What follows belongs to an exercise in optimizing a design on an open flow for a short achievable clock period and few clock cycles per item; a production flow would make more cautious choices.
In this exercise RTL edits were held to simulation tests only and were not proved equivalent to the original.

File: flow/design.v
`timescale 1ns/100ps
module lc3Core
#(
    parameter logic [15:0] resetPc = 16'h3000
)(
    input  logic         clk,
    input  logic         reset,
    input  logic [15:0]  memRData,
    output logic [15:0]  memAddr,
    output logic [15:0]  memWData,
    output logic         memWe,
    output logic [15:0]  pc,
    output logic         retire,
    output logic [127:0] regView,
    output logic [2:0]   nzp
);
    logic [15:0] addrR;      
    logic        weR;        
    logic [15:0] wdR;        
    logic        memCyc;     
    logic        ldCyc;      
    logic [2:0]  ldDr;
    logic [15:0] memNextPc;  
    logic [15:0] ir;
    logic        irValid;
    logic [15:0] irAddr;
    logic [15:0] irPc1;      
    logic [7:0][15:0] regs;
    logic [15:0] flagVal;
    logic        flagValid;
    logic        cValid;
    logic        cWe;
    logic        cFlag;
    logic [2:0]  cDr;
    logic [15:0] cVal;
    logic [15:0] cPc;
    logic [7:0][15:0] aRegs;
    logic [2:0]  aNzp;
    logic [15:0] aPc;
    logic        retireR;
    assign memAddr  = addrR;
    assign memWData = wdR;
    assign memWe    = weR;
    assign pc       = aPc;
    assign retire   = retireR;
    assign regView  = aRegs;
    assign nzp      = aNzp;
    logic [3:0]  op;
    logic [2:0]  dr, sr1, sr2;
    logic [15:0] rA, rB, rS, bOp;
    logic [15:0] sext5, sext6, sext9;
    logic [15:0] sum, pcRel, baseRel, result, target, ea;
    logic [2:0]  nzpE;
    logic        isAdd, isAnd, isNot, isLea, isBr, isJmp;
    logic        isLd, isLdr, isSt, isStr, isMem, isStore, isLoad, wb;
    logic        taken, exec, redirect, stHit;
    assign op  = ir[15:12];
    assign dr  = ir[11:9];
    assign sr1 = ir[8:6];
    assign sr2 = ir[2:0];
    assign sext5 = {{11{ir[4]}}, ir[4:0]};
    assign sext6 = {{10{ir[5]}}, ir[5:0]};
    assign sext9 = {{7{ir[8]}}, ir[8:0]};
    assign isBr  = op == 4'b0000;
    assign isAdd = op == 4'b0001;
    assign isLd  = op == 4'b0010;
    assign isSt  = op == 4'b0011;
    assign isAnd = op == 4'b0101;
    assign isLdr = op == 4'b0110;
    assign isStr = op == 4'b0111;
    assign isNot = op == 4'b1001;
    assign isJmp = op == 4'b1100;
    assign isLea = op == 4'b1110;
    assign isStore = isSt | isStr;
    assign isLoad  = isLd | isLdr;
    assign isMem   = isStore | isLoad;
    assign wb      = isAdd | isAnd | isNot | isLea;
    assign rA  = regs[sr1];
    assign rB  = regs[sr2];
    assign rS  = regs[dr];
    assign bOp = ir[5] ? sext5 : rB;
    assign sum     = rA + bOp;
    assign pcRel   = irPc1 + sext9;
    assign baseRel = rA + sext6;
    always_comb
    begin
        result = pcRel;  
        if (isAdd)
            result = sum;
        else if (isAnd)
            result = rA & bOp;
        else if (isNot)
            result = ~rA;
    end
    assign nzpE = flagValid ? {flagVal[15], flagVal == 16'h0000, !flagVal[15] && flagVal != 16'h0000} : 3'b000;
    assign taken = |(dr & nzpE);
    assign exec     = irValid && !memCyc;
    assign redirect = exec && ((isBr && taken) || isJmp);
    assign target   = isJmp ? rA : pcRel;
    assign ea       = (isLd | isSt) ? pcRel : baseRel;
    assign stHit = weR && irValid && (addrR == irAddr);
    always_ff @(posedge clk or posedge reset)
    begin
        if (reset)
        begin
            addrR     <= resetPc;
            weR       <= 1'b0;
            wdR       <= '0;
            memCyc    <= 1'b0;
            ldCyc     <= 1'b0;
            ldDr      <= '0;
            memNextPc <= '0;
            ir        <= '0;
            irValid   <= 1'b0;
            irAddr    <= '0;
            irPc1     <= '0;
            regs      <= '0;
            flagVal   <= '0;
            flagValid <= 1'b0;
            cValid    <= 1'b0;
            cWe       <= 1'b0;
            cFlag     <= 1'b0;
            cDr       <= '0;
            cVal      <= '0;
            cPc       <= '0;
        end
        else if (memCyc)
        begin
            memCyc <= 1'b0;
            weR    <= 1'b0;
            if (stHit)
            begin
                addrR   <= irAddr;
                irValid <= 1'b0;
            end
            else
                addrR <= irPc1;
            if (ldCyc)
            begin
                regs[ldDr] <= memRData;
                flagVal    <= memRData;
                flagValid  <= 1'b1;
            end
            cValid <= 1'b1;
            cWe    <= ldCyc;
            cFlag  <= ldCyc;
            cDr    <= ldDr;
            cVal   <= memRData;
            cPc    <= memNextPc;
        end
        else
        begin
            ir      <= memRData;
            irAddr  <= addrR;
            irPc1   <= addrR + 16'd1;
            irValid <= !redirect;
            if (exec && isMem)
            begin
                addrR     <= ea;
                memCyc    <= 1'b1;
                weR       <= isStore;
                wdR       <= rS;
                ldCyc     <= isLoad;
                ldDr      <= dr;
                memNextPc <= irPc1;
            end
            else if (redirect)
                addrR <= target;
            else
                addrR <= addrR + 16'd1;
            if (exec && wb)
            begin
                regs[dr]  <= result;
                flagVal   <= result;
                flagValid <= 1'b1;
            end
            cValid <= exec && !isMem;
            cWe    <= wb;
            cFlag  <= wb;
            cDr    <= dr;
            cVal   <= result;
            cPc    <= redirect ? target : irPc1;
        end
    end
    always_ff @(posedge clk or posedge reset)
    begin
        if (reset)
        begin
            aRegs   <= '0;
            aNzp    <= 3'b000;
            aPc     <= resetPc;
            retireR <= 1'b0;
        end
        else
        begin
            retireR <= cValid;
            if (cValid)
            begin
                aPc <= cPc;
                if (cWe)
                    aRegs[cDr] <= cVal;
                if (cFlag)
                    aNzp <= cVal[15] ? 3'b100 : (cVal == 16'h0000) ? 3'b010 : 3'b001;
            end
        end
    end
endmodule
File: flow/run.sh
#!/bin/bash
# synth_recipe.tcl (not shown) runs the flow's synth.tcl, then flattens the netlist and writes it again
# the make line also repeats each setting of config.mk as NAME=value (left out here)
make -C /OpenROAD-flow-scripts/flow DESIGN_CONFIG=/design/flow/config.mk WORK_HOME=/design/flow/orfs CLKGATE_MAP_FILE= SYNTH_SCRIPT=/design/flow/synth_recipe.tcl finish
File: flow/config.mk
export PLATFORM = sky130hd
export DESIGN_NAME = lc3Core
export DESIGN_NICKNAME = lc3Core
export VERILOG_FILES = /design/flow/design.v
export SDC_FILE = /design/flow/constraint.sdc
export NUM_CORES = 4
export LEC_CHECK = 0
export ABC_CLOCK_PERIOD_IN_PS = 3000
export CAP_MARGIN = 20
export CORE_MARGIN = 2
export CORE_UTILIZATION = 40
export SETUP_SLACK_MARGIN = 4.5
export SLEW_MARGIN = 20
File: flow/constraint.sdc
create_clock -name core_clock -period 8.0 [get_ports {clk}]
set_input_delay 1.6000 -clock core_clock [delete_from_list [all_inputs] [get_ports {clk}]]
set_output_delay 1.6000 -clock core_clock [all_outputs]
set_load 0.01 [all_outputs]
==> notes.md, run 1 <==
HP Class: register to register
Relative slew margins: 26.34%
CP required: 8.53 ns
global-route wire length before repair: 161200 um
via total after detailed routing: 25260
RSZ-0062 raised after global routing: true
GRT overflow: 0
Worst Max-Slew Pin Slew: 1.102 ns
Final Cycle Share: 50.57%
DRC Markers: 0
clk_skew: 0.05129 ns
Setup CP Type: register to register
Yosys warnings: 1
max-cap check violation count: 0
Clock Pin Slew Worst Setup and Hold Paths: 0.06 ns
Tot GR Track Use: 31.78%
drt via density: 6.660
crit path launch type: register
top-count cell post-synth: dfrtp_1
Num CTS Buffers: 50
Chip Width: 261.0 um
final period demand of the worst path: 4.045 ns
Final setup viols: 0
Iteration-0 DRC Markers: 3370
Final Max Tran Viols: 0
DRT Wirelength: 111500 um
CTS tree: done
clock latency (worst-skew pair): 0.64 ns
CTS Root Cell: clkbuf_16
sequential-to-total area share from yosys stat: 41.02%
I/O pin cnt: 199
Layout Nets: 2967
HPWL after DPL: 72330 um
Setup crit end kind: register
core area: 65630 sq um
P&R area growth vs syn: 26.37%
top cell type's share of synthesized area: 40.62%
final cell count without fillers: 3792
share of flip-flops with an asynchronous set or reset: 100.0%
TNS Setup: 0 ns
H-tree depth: 2
Max Buffers Root-to-Sink: 3
Post-Syn Nets: 2786
crit path max fanout: 6
vias in the first global route: 24020
Yosys cell types: 75
Mapped Avg Cell Area: 9.780 sq um
Hold Vio Cnt, Final: 0
crit path DAT: 4.57 ns
die span in y: 261.0 um
synthesized instance count: 2702
Primary FF master, synth: dfrtp_1
die area: 68140 sq um
hold-fix buffers at CTS: 0
Detail Route Antenna Nets: 0
layout cells sized above 1: 21.91%
f_max: 247.2 MHz
mapped cell area: 26430 sq um
flop and latch count out of synthesis: 433
Port Buffers: 198
Post-synth top cells: 429 x dfrtp_1, 280 x nand2_1, 243 x o21ai_0, 197 x nor2_1, 165 x clkbuf_1
Initial Util: 40.27%
Cells after DPL: 3587
Core Rows: 94
CTS sink cnt: 433
Routability Congestion: 0.9526
number of synthesized flops with an enable pin: 0
Top Registers: aRegs x128, regs x128
DRT Pass-1 Iters: 6
Synth area leader: dfrtp_1
run status: timing/DRC/antenna clean
FILL cells: 5926
initial antenna violation count: 2
Routed WL per cell: 29.42 um
largest net degree at the start of global routing: 198
most area-consuming cells after synthesis: dfrtp_1 41%, mux4_2 8.2%, o21ai_0 4.6%
==> cells by family (layout without fill, tap and decap cells) <==
family                     after synthesis  in the layout  synth area share, %
DFF                                    433            433                41.02
AOI/OAI and AO/OA                      935            936                24.43
muxes                                  217            217                13.17
xor gates and xnor gates                65             65                2.154
and+or+nand+nor                        704            705                11.86
other                                    0              3                    0
buffers and inverters                  282            503                4.157
adders and majority gates               66             66                3.210
==> metal layers <==
metal / share of wire, % / up-vias / global-route usage [%]
li1: - / 10610 / -
met2: 45 / 1653 / 48.62
met4: 5.7 / 2 / 16.04
met1: 39 / 12620 / 42.89
met3: 10 / 378 / 6.543
met5: 0.0099 / - / 0
==> critical path, cell delays in order, from the launching register on <==
cell	delay, ns
dfrtp_2	0.45
buf_12	0.16
buf_4	0.12
buf_12	0.11
mux4_2	0.48
nor2b_1	0.15
a211oi_2	0.31
nor2_1	0.10
ha_1	0.36
buf_6	0.14
a21o_1	0.20
a221oi_4	0.34
xnor2_1	0.14
nand2_2	0.12
a21oi_4	0.11
or3_4	0.41
mux2_4	0.27
==> cell type report <==
cell class              instances  area, sq um  share of cell area [%]
diodes                          3        7.507                 0.02248
clock buffers                  71         1430                   4.283
clock inverters                23        301.5                  0.9030
inverters                      60        236.5                  0.7081
multi-input cells            1989        15850                   47.47
flip-flops and latches        433        10870                   32.56
well taps                     864         1081                   3.237
repair buffers                349         3613                   10.82
==> stage by stage <==
step / area [sq um] / hold slack [ns] / utilization [%] / setup slack [ns]
floorplan: 26720 / 0.3519 / - / 0.5559
global placement: 29290 / 0.4485 / 44.64 / 3.044
detailed placement: 29330 / 0.4543 / 44.69 / 2.961
CTS: 32370 / 0.4703 / 49.33 / 4.072
global route: 33390 / 0.4862 / 50.87 / 3.898
finish: 33390 / 0.4697 / 50.88 / 3.955
==> path summary, 6_finish.rpt <==
path / slack, ns / start / cells past startpoint / end
worst max-delay path: 3.95 / ir[0] / 16 / cVal[11]
worst min-delay path: 0.47 / memNextPc[13] / 2 / memNextPc[13]
worst max register to register: 3.95 / ir[0] / 16 / cVal[11]
worst min register to register: 0.47 / memNextPc[13] / 2 / memNextPc[13]
max in group asynchronous: 5.19 / reset / 4 / regs[16]
min in group asynchronous: 1.46 / reset / 3 / aRegs[26]
==> layout by cell type (no fill, tap or decap), drive strengths merged, types with 29 or more instances in the layout <==
cell             n
clkbuf          73
xnor2           36
a211oi          32
buf            148
nor2           198
a21oi          153
nand2          281
nand2b          36
clkdlybuf4s50  198
xor2            29
mux2i           35
a22oi           99
a22o           119
inv             56
ha              63
a221oi          84
nor3            37
mux4            96
nand3           43
o21ai          249
dfrtp          429
mux2            86
a32o            30
==> repair_timing <==
item | 4_1_cts | 5_1_grt
gates cloned | 5 | 1
buffers inserted | 68 | 34
endpoints found under the setup margin | 209 | 189
pin swaps | 51 | 73
gates resized for setup | 132 | 155
Testbench counts, summed over its fixed seeds: cycles 46,689, instructions 32,000.
==> inputs of run 2 (changes only) <==
==> flow/config.mk (replaced) <==
export PLATFORM = sky130hd
export DESIGN_NAME = lc3Core
export DESIGN_NICKNAME = lc3Core
export VERILOG_FILES = /design/flow/design.v
export SDC_FILE = /design/flow/constraint.sdc
export NUM_CORES = 4
export LEC_CHECK = 0
export CAP_MARGIN = 20
export CORE_MARGIN = 2
export CORE_UTILIZATION = 40
export SLEW_MARGIN = 20
==> run 2 against run 1 <==
Effect of this change:
- final cell count is 3.0% lower
- sequential share of layout area increased by 2.6 points
- core utilization fell by 3.8 points
- worst hold slack got worse by 0.0024 ns
- still clean
- setup slack lost 1.3 ns
==> notes.md, run 2 <==
run status: timing/DRC/antenna clean
final period demand of the worst path: 5.358 ns
drt via density: 6.688
Iteration-0 DRC Markers: 3264
Crit. path cell count: 13
RSZ-0062 raised after global routing: false
mapped cell area: 26430 sq um
Layout Nets: 2862
most common cell after layout, fill and taps aside: dfrtp_1
Top Registers: aRegs x128, regs x128
Num CTS Buffers: 50
GRT overflow: 0
top-count cell post-synth: dfrtp_1
Detail Route Antenna Nets: 0
Setup CP Type: register to register
clock latency (worst-skew pair): 0.64 ns
reg2reg end: regs[11]
pre-CTS WS: 2.718 ns
DRT Wirelength: 105400 um
Primary FF master, synth: dfrtp_1
Final Max Tran Viols: 0
CP top delay family: compound AO/OA/AOI/OAI gates
Setup crit end kind: register
most area-consuming cells after synthesis: dfrtp_1 41%, mux4_2 8.2%, o21ai_0 4.6%
Hold Vio Cnt, Final: 0
crit path launch: ir[6]
Synth area leader: dfrtp_1
FILL cells: 6043
FF-to-FF Start: ir[6]
CTS sink cnt: 433
Mapped Avg Cell Area: 9.780 sq um
Post-synth top cells: 429 x dfrtp_1, 280 x nand2_1, 243 x o21ai_0, 197 x nor2_1, 165 x clkbuf_1
Port Buffers: 198
Final Cycle Share: 66.98%
Clock Pin Slew Worst Setup and Hold Paths: 0.06 ns
initial antenna violation count: 1
DRT Pass-1 Iters: 6
core area: 65630 sq um
TNS Setup: 0 ns
Tot GR Track Use: 30.33%
H-tree depth: 2
CTS Root Cell: clkbuf_16
clk_skew: 0.06444 ns
Post-Syn Nets: 2786
share of flip-flops with an asynchronous set or reset: 100.0%
synthesized instance count: 2702
HPWL after DPL: 69830 um
global-route wire length before repair: 155500 um
final worst slack: 2.642 ns
Max Buffers Root-to-Sink: 3
Slowest-stage cell, CP: a21oi_1
crit path launch type: register
worst setup path end: regs[11]
Initial Util: 40.27%
largest net degree at the start of global routing: 203
via total after detailed routing: 24600
Yosys cell types: 75
final cell count without fillers: 3679
crit-path cells: buf_4, mux4_2, mux2i_1, inv_1, ha_1, a211oi_1, o211ai_1, a221oi_1, xnor2_1, nand2_1, a21oi_1, o31ai_1, a21oi_1
f_max: 186.6 MHz
Reg2Reg Setup Slack: 2.64 ns
crit path max fanout: 16
Worst Max-Slew Pin Slew: 1.243 ns
sequential-to-total area share from yosys stat: 41.02%
Routability Congestion: 0.9489
WP buf/inv: 2
Hold Startpoint: memNextPc[8]
reg2reg path depth: 13
post_cts resized: 0
vias in the first global route: 23640
crit path DAT: 5.90 ns
CP max stage delay: 0.88 ns
hold-fix buffers at CTS: 0
CTS tree: done
CP required: 8.54 ns
most frequent cells in the layout: 425 x dfrtp_1, 278 x nand2_1, 243 x o21ai_0, 198 x clkdlybuf4s50_1, 191 x nor2_1
die area: 68140 sq um
Cells after DPL: 3588
n_diodes: 0
Final setup viols: 0
HP Class: register to register
Routed WL per cell: 28.65 um
flop and latch count out of synthesis: 433
Chip Width: 261.0 um
top cell type's share of synthesized area: 40.62%
final design utilization: 47.07%
Relative slew margins: 16.92%
number of synthesized flops with an enable pin: 0
post-CTS setup buffers: 0
DRC Markers: 0
most frequent CP cell: a21oi_1
max-cap check violation count: 0
Yosys warnings: 1
layout cells sized above 1: 12.68%
die span in y: 261.0 um
I/O pin cnt: 199
P&R area growth vs syn: 16.90%
Core Rows: 94
[run 2: cell types whose count changed in the layout (fill, tap and decap cells not counted), moves of 11 or more]
cell      before  now
buf_6         23    1
a21oi_1      137  151
a21oi_2       12    1
a221oi_1      33   80
nand2_1      261  278
buf_12        23    3
o21ai_1       34    5
ha_1          50   63
o21ai_0      203  243
a221oi_2      43    2
mux2_4        14    0
mux2_2        72   86
nand2_2       13    1
buf_4         97   41
[run 2: metal layers]
layer,GRT usage (%),vias up,routed length [um]
met5,0,-,13
li1,-,10360,-
met3,7.462,368,11240
met2,46.27,1572,46870
met1,40.55,12300,41310
met4,14.58,2,5950
[run 2: worst min path at each step]
stage	end	slack, ns	cells after the start
final	memNextPc[8]	0.47	2
after global routing	aPc[13]	0.48	1
after CTS	memNextPc[8]	0.47	2
after detailed placement	memNextPc[13]	0.45	2
after global placement	memNextPc[11]	0.45	2
after floorplan	retireR	0.35	0
[run 2: stage by stage]
step	instance area [sq um]	hold WS (ns)
4_1_cts	30820	0.4675
2_1_floorplan	26430	0.3519
6_report	30890	0.4673
3_5_place_dp	29140	0.4537
3_3_place_gp	29100	0.4522
5_1_grt	30890	0.4846
[run 2: kinds of logic after synthesis]
group	Yosys count	synth area share [%]
mux	217	13.17
simple gates	704	11.86
compound gates	935	24.43
buf+inv	282	4.157
fa+ha+maj	66	3.210
xor+xnor	65	2.154
flops	433	41.02
[run 2: layout make-up]
class	count	area (sq um)	area share, %
clock buffers	72	1454	4.706
repair buffers	246	2431	7.870
inverters	60	229.0	0.7412
clock inverters	17	229.0	0.7412
flip-flops and latches	433	10850	35.12
well taps	864	1081	3.499
multi-input cells	1987	14620	47.33
[run 2: worst min-delay path, cell delays in order, from the launching register on]
cell     delay, ns
dfrtp_1       0.33
nand2_1       0.05
nand2_1       0.05
==> inputs of run 3 (changes only) <==
--- a/flow/config.mk
+++ b/flow/config.mk
@@ -5,7 +5,9 @@
 export SDC_FILE = /design/flow/constraint.sdc
 export NUM_CORES = 4
 export LEC_CHECK = 0
+export ABC_CLOCK_PERIOD_IN_PS = 2000
 export CAP_MARGIN = 20
 export CORE_MARGIN = 2
 export CORE_UTILIZATION = 40
+export SETUP_SLACK_MARGIN = 5
 export SLEW_MARGIN = 20
==> run 3 against run 2 <==
Effect of this change:
- still clean
- design area grew 13%
- sequential share of layout area shrank 3.9 points
- area after synthesis is the same
- core utilization grew 6.1 points
- sequential cell count is the same
- count of clock-buffer cells in the layout shrank 1
- via count grew 5.7%
- die area is the same
- global-route usage grew 2.6 points
- clock skew shrank 0.042 ns
- critical endpoint is now flagVal[14]
==> notes.md, run 3 <==
run status: timing/DRC/antenna clean
clock latency (worst-skew pair): 0.63 ns
Final Cycle Share: 49.77%
core area: 65630 sq um
die area: 68140 sq um
top cell type's share of synthesized area: 40.62%
worst setup path end: flagVal[14]
Synth area leader: dfrtp_1
hold-fix buffers at CTS: 0
GR Layer Usage met3: 8.866%
DRT Pass-1 Iters: 6
Hold Vio Cnt, Final: 0
via total after detailed routing: 26000
WP buf/inv: 3
Max Buffers Root-to-Sink: 3
adder-cell share of the synthesized area: 3.210%
met2 GRT Util: 48.92%
Chip Width: 261.0 um
Setup CP Type: register to register
Synth Area in XOR/XNOR: 2.154%
DRC Markers: 0
Routability Congestion: 0.9729
Yosys cell types: 75
FILL cells: 5788
final instance area: 34900 sq um
CP max stage delay: 0.50 ns
I/O pin cnt: 199
share of flip-flops with an asynchronous set or reset: 100.0%
FF-to-FF Start: ir[6]
Port Buffers: 198
reg2reg path depth: 14
Routed WL per cell: 29.73 um
CTS Root Cell: clkbuf_16
CP top delay family: multiplexers
crit path launch: ir[6]
crit path DAT: 4.50 ns
Primary FF master, synth: dfrtp_1
number of synthesized flops with an enable pin: 0
Initial Util: 40.27%
CTS tree: done
P&R area growth vs syn: 32.06%
global-route wire length before repair: 167600 um
dpl cell area: 29690 sq um
CTS sink cnt: 433
f_max: 251.1 MHz
synthesized instance count: 2702
Post-synth top cells: 429 x dfrtp_1, 280 x nand2_1, 243 x o21ai_0, 197 x nor2_1, 165 x clkbuf_1
Iteration-0 DRC Markers: 3734
largest net degree at the start of global routing: 213
register area: 10890 sq um
simple-gate portion of the synthesized area: 11.86%
Tot GR Track Use: 32.97%
Final Max Tran Viols: 0
HP Class: register to register
TNS Setup: 0 ns
Crit. path cell count: 14
final period demand of the worst path: 3.982 ns
Layout Nets: 3050
Core Rows: 94
layout cells sized above 1: 29.17%
clk_skew: 0.02283 ns
GRT overflow: 0
Final setup viols: 0
most common cell after layout, fill and taps aside: dfrtp_1
Yosys warnings: 1
post-synthesis mux area share: 13.17%
largest family of logic cells by synthesized area: compound AO/OA/AOI/OAI gates
Top Registers: aRegs x128, regs x128
Num CTS Buffers: 50
Mapped Avg Cell Area: 9.780 sq um
max-cap check violation count: 0
Relative slew margins: 15.33%
Detail Route Antenna Nets: 0
H-tree depth: 2
Cells after DPL: 3594
Clock Pin Slew Worst Setup and Hold Paths: 0.07 ns
crit-path cells: buf_8, buf_12, mux4_2, mux2i_4, inv_2, fa_2, a211oi_4, o21a_1, o211ai_1, a41oi_2, xor2_1, o221ai_4, mux2_4, mux2_2
Setup crit end kind: register
sequential-to-total area share from yosys stat: 41.02%
initial antenna violation count: 2
most frequent cells in the layout: 402 x dfrtp_1, 252 x nand2_1, 187 x o21ai_0, 174 x nor2_1, 171 x dlygate4sd2_1
Slowest-stage cell, CP: dfrtp_4
HPWL after DPL: 71720 um
Compound-Gate Fraction of Synth Area: 24.43%
final cell count without fillers: 3871
Reg2Reg Setup Slack: 4.02 ns
Worst Max-Slew Pin Slew: 1.270 ns
RSZ-0062 raised after global routing: true
Post-Syn Nets: 2786
Multi-input gate area: 16890 sq um
most area-consuming cells after synthesis: dfrtp_1 41%, mux4_2 8.2%, o21ai_0 4.6%
met1 global-route usage: 43.58%
crit path launch type: register
CP required: 8.52 ns
top-count cell post-synth: dfrtp_1
busiest grt layer: met2
crit path max fanout: 5
die span in y: 261.0 um
mapped cell area: 26430 sq um
DRT Wirelength: 115100 um
drt via density: 6.716
flop and latch count out of synthesis: 433
vias in the first global route: 25130
Fin Hold WS: 0.4699 ns
reg2reg end: flagVal[14]
run 3: logic make-up after synthesis:
kind of cell | count (synthesis)
buffers and inverters | 282
XOR/XNOR | 65
AND/OR/NAND/NOR | 704
AO/OA/AOI/OAI | 935
flip-flops | 433
adder cells (fa/ha/maj) | 66
multiplexers | 217
run 3: final cells by class:
cell class	instances	share of cell area (%)
Antenna cell	1	0.007171
Clock buffer	71	4.127
Clock inverter	21	0.5701
Inverter	60	0.6991
Multi-Input combinational cell	1993	48.39
Sequential cell	433	31.20
Tap cell	864	3.098
Timing Repair Buffer	428	11.90
run 3: repair_timing:
item,4_1_cts,5_1_grt
setup buffers,114,58
cloned,9,2
endpoints found under the hold margin,0,0
pin swaps,102,117
endpoints found under the setup margin,464,233
gates resized for setup,482,186
run 3: worst reg2reg max path, stage by stage (launching register included):
cell and delay [ns]:
dfrtp_4 0.50, buf_8 0.15, buf_12 0.13, mux4_2 0.44, mux2i_4 0.27, inv_2 0.11, fa_2 0.40, a211oi_4 0.27
o21a_1 0.20, o211ai_1 0.16, a41oi_2 0.18, xor2_1 0.25, o221ai_4 0.21, mux2_4 0.32, mux2_2 0.26
run 3: layer usage:
metal  routed length [um]  vias to the layer above
met5                   13                        -
met4                 7803                        2
met3                13080                      439
met2                50000                     1783
met1                44180                    13030
li1                     -                    10750
run 3: how the worst min path moves through the flow:
stage | from | endpoint | depth (start not counted)
global placement | memNextPc[8] | memNextPc[8] | 2
detailed placement | memNextPc[13] | memNextPc[13] | 2
CTS | memNextPc[13] | memNextPc[13] | 2
floorplan | cValid | retireR | 0
global route | memNextPc[13] | memNextPc[13] | 2
finish | memNextPc[13] | memNextPc[13] | 2
run 3: metrics by stage:
step           util [%]  worst slack, ns
6_report          53.18            4.018
5_1_grt           53.17            3.924
4_1_cts           51.12            4.079
3_5_place_dp      45.24            3.040
3_3_place_gp      45.24            3.140
2_1_floorplan         -           0.5559

## separate check: timing with driven ports
In the flow no input, the clock included, has a driving cell. The finished layouts below were timed again as built, in two steps. Step 1 assumes that a clkbuf_16 drives the clock port and a buf_2 every other input. Step 2 also shifts input and output timing later by t, the mid clock arrival at the registers, as if the neighbouring blocks saw the same clock. Slacks: ideal ports / drivers / drivers and shift; pairs: ideal ports / drivers.
| run | t (ns) | setup slack, ns | worst setup path after step 2 | worst data-port slew with drivers (ns) | cell pins on the clock port's net |
|---|---|---|---|---|---|
| run 1 | 0.679 | 3.955 / 3.955 / 3.955 | register to register | 0.07 | 1 |
| run 2 | 0.669 | 2.642 / 2.642 / 2.642 | register to register | 0.09 | 1 |
| run 3 | 0.681 | 4.018 / 4.018 / 4.018 | register to register | 0.06 | 1 |
After both steps setup and hold are still met in every run listed.
